What follows belongs to an exercise in optimizing a design on an open flow for small area and a short achievable clock period; a production flow would make more cautious choices. Only simulation tests tie the RTL to the original design; equivalence was not proved. Power is estimated from default activity; no workload was simulated.

## job 1014
==> flow/design.v (excerpt) <==
module rpi_sample_fifo_irq
#(
  parameter int DATA_WIDTH    = rpi_sample_fifo_irq_pkg::SAMPLE_WIDTH,
  parameter int DEPTH_LOG2    = rpi_sample_fifo_irq_pkg::DEFAULT_DEPTH_LOG2,
  parameter int IRQ_THRESHOLD = rpi_sample_fifo_irq_pkg::DEFAULT_IRQ_THRESHOLD,
  parameter int SYNC_STAGES   = rpi_sample_fifo_irq_pkg::DEFAULT_SYNC_STAGES
) (
  input  logic                  clk_in,
  input  logic                  reset,
  input  logic [DATA_WIDTH-1:0] sample_in,
  input  logic                  sample_valid,
  input  logic                  rpi_rd_strobe,
  output logic [DATA_WIDTH-1:0] rpi_data,
  output logic                  rpi_data_valid,
  output logic                  interrupt_enable,
  output logic [DEPTH_LOG2:0]   fifo_level,
  output logic                  overflow,
  output logic                  underflow
);
Size in the first run: about 4100 cells after synthesis, roughly 79 I/O pins, ~80000 µm² of cells after synthesis.
==> flow/config.mk <==
export PLATFORM = sky130hd
export DESIGN_NAME = rpi_sample_fifo_irq
export DESIGN_NICKNAME = rpi_sample_fifo_irq
export VERILOG_FILES = /design/flow/design.v
export SDC_FILE = /design/flow/constraint.sdc
export NUM_CORES = 4
export LEC_CHECK = 0
export CAP_MARGIN = 20
export CORE_MARGIN = 2
export CORE_UTILIZATION = 40
export CTS_CLUSTER_DIAMETER = 100
export CTS_CLUSTER_SIZE = 25
export SETUP_SLACK_MARGIN = 2.1
export SLEW_MARGIN = 20
export SYNTH_HIERARCHICAL = 1
==> flow/constraint.sdc <==
create_clock -name core_clock -period 4.0 [get_ports {clk_in}]
set_input_delay 0.8000 -clock core_clock [delete_from_list [all_inputs] [get_ports {clk_in}]]
set_output_delay 0.8000 -clock core_clock [all_outputs]
set_load 0.01 [all_outputs]
run.sh (not shown) runs the stock make flow with config.mk's settings and CLKGATE_MAP_FILE= SYNTH_SCRIPT=/design/flow/synth_recipe.tcl, a recipe that flattens the netlist after the stock synthesis.
Job 1014 reached the end of the flow, and the finished layout is clean on the timing, design-rule and antenna checks.
> inputs changed (job 1014 -> job 7482)
diff --git a/flow/config.mk b/flow/config.mk
--- a/flow/config.mk
+++ b/flow/config.mk
@@ -12,3 +12,3 @@
 export CTS_CLUSTER_SIZE = 25
-export SETUP_SLACK_MARGIN = 2.1
+export SETUP_SLACK_MARGIN = 1.8
 export SLEW_MARGIN = 20
### Flow results
The number of cells on the worst reg-to-reg path of job 7482 is lower than that of job 1014. Fraction of layout instances using a drive strength above 1, job 7482 and job 1014, lower one = job 7482. On job 7482: largest fanout on the critical path is 26 higher than what job 1014 gave. Relative to job 1014, the routed wire length on met2 of job 7482 is lower by 25 mm. Across both runs, final hold slack was lower for job 7482 than for job 1014. Number of signal-net buffers in the layout of job 7482 falls short of that of job 1014 by more than a quarter. Worst stage delay on the critical path for job 7482 is higher than for job 1014. Looking at instance area after placement, job 7482 sits 0.39% higher than job 1014 does.
### job 7482 -> job 3508
diff --git a/flow/config.mk b/flow/config.mk
--- a/flow/config.mk
+++ b/flow/config.mk
@@ -9,6 +9,6 @@
 export CORE_MARGIN = 2
-export CORE_UTILIZATION = 40
+export CORE_UTILIZATION = 45
 export CTS_CLUSTER_DIAMETER = 100
 export CTS_CLUSTER_SIZE = 25
-export SETUP_SLACK_MARGIN = 1.8
+export SETUP_SLACK_MARGIN = 2.0
 export SLEW_MARGIN = 20
Findings:
Compared to job 7482, the router laid down more metal wire for job 3508. On worst supply voltage drop on vdd, job 7482 tracks job 3508 almost exactly. Relative to job 7482, the cell area after layout measured on job 3508 has increased by a few percent.
The following lists how job 7700 was set up differently from job 3508:
diff --git a/flow/config.mk b/flow/config.mk
--- a/flow/config.mk
+++ b/flow/config.mk
@@ -9,6 +9,7 @@
 export CORE_MARGIN = 2
-export CORE_UTILIZATION = 45
+export CORE_UTILIZATION = 40
 export CTS_CLUSTER_DIAMETER = 100
 export CTS_CLUSTER_SIZE = 25
-export SETUP_SLACK_MARGIN = 2.0
+export PLACE_DENSITY = 0.7
+export SETUP_SLACK_MARGIN = 1.95
 export SLEW_MARGIN = 20
--- outcome ---
- Summary: with job 3508 as the reference, via count in job 7700 moved down slightly.
- | insertion delay to the later sink of the worst-skew pair | job 7700 vs job 3508 | 0.02 ns higher |
- Worst hold slack: job 7700 vs job 3508 down 0.023 ns
- Relative to job 3508, final worst clock skew increased by 0.0068 ns in job 7700.
- Worst reg-to-reg path cell count, job 3508 and job 7700: larger value in job 7700

========
== run A ==
Starting RTL as in the previous note.
clock: 4.0 ns
lec_check: 0
cap_margin: 20
core_margin: 2
core_utilization: 40
cts_cluster_diameter: 100
cts_cluster_size: 25
setup_slack_margin: 1.95
slew_margin: 20
For run B, these inputs were changed with respect to run A:
Settings: SYNTH_HIERARCHICAL newly set to 1; CORE_UTILIZATION changed from 40 to 50.
## What came out
Run B closes out successfully: all stages finished, all timing, DRC and antenna checks passed. Run B against run A: area fraction in compound gates after synthesis did not really move; non-clock buffer count in the final layout saw a decrease; proportion of cell area occupied by registers rose by 1.3 points; post-cts repair resize count went up about 11%. There was hardly any difference in area of all sequential standard cells between run A and run B. Run A → run B: share of the cycle needed by the critical path after routing moved down, share of power burned in the clock network moved down. Run B vs run A — share of total power in sequential cells rose 0.5 points. Compared run A against run B; clock buffer and inverter area fraction after layout within noise.
#### Input delta (run C over run B)
Settings: CORE_UTILIZATION now 40, was 50.
Results
The placement row count in run C was higher than what run B gave.
Count of nets after finishing ends up lower on run C.
Min number of antenna violations at the first check in global routing across run B and run C: run C
Changes in run D relative to run C:
Settings: a change of SETUP_SLACK_MARGIN from 1.95 to 2.0; a deleted SYNTH_HIERARCHICAL that had been 1; a change of CORE_UTILIZATION from 40 to 45.
## What came out
Cell area sits higher in run D than in run C.
Run D finished end to end and its layout was clean on timing, DRC and antenna.
Number of buffers added for setup after CTS went up by more than 100% going from run C to run D.
Die span in y | run D below run C
Run D gives less final hold slack than run C did.
The run showing the smaller ratio of cells with drive above 1 in the final layout is run C.
Looking at global-route met1 utilization, run D sits 7.8 points higher than run C does.
Power: run D draws more than run C
Arithmetic-cell share of the synthesized area counting full adders, half adders and majority gates essentially unchanged between run C and run D.
Comparing run C with run D, the post-synthesis xor/xnor area fraction came out essentially unchanged.
Run D and run C ended up with roughly the same multiplexer area fraction after synthesis.

==> what the ideal ports hide <==
No port has a modelled driver above. Below, the same layouts with a new extraction and two added sets of constraints. Step 1 sets driving cells, clkbuf_16 on the clock port and buf_2 on the other inputs (assumed; they add their load-dependent delay and slew). Step 2 moves the port delays by t, midway between the first and last clock arrival at a register: inputs arrive t later, outputs are due t later. That takes back most of the time a late clock gives input paths. Slacks: ideal ports / drivers / drivers and shift; pairs: ideal ports / drivers.
run	t, ns	setup WS [ns]	latest minus earliest clock arrival (ns)	slew at the worst register clock pin (ns)
job 1014	0.835	1.828 / 1.740 / 1.210	0.041 / 0.041	0.10 / 0.10
job 7482	0.835	1.761 / 1.758 / 1.227	0.039 / 0.039	0.10 / 0.10
job 3508	0.832	1.825 / 1.735 / 1.349	0.050 / 0.050	0.11 / 0.11
job 7700	0.836	1.700 / 1.700 / 1.399	0.057 / 0.056	0.11 / 0.11
run A	0.843	1.817 / 1.738 / 1.263	0.047 / 0.047	0.11 / 0.11
run B	0.831	1.823 / 1.755 / 1.208	0.032 / 0.032	0.10 / 0.10
run C	0.833	1.772 / 1.750 / 1.105	0.041 / 0.040	0.11 / 0.11
run D	0.867	1.829 / 1.740 / 1.328	0.066 / 0.066	0.11 / 0.11
After both steps every run listed still meets setup and hold. The setup slack of run C, which loses most, moves by -0.022 ns with the drivers and by -0.667 ns with both steps.
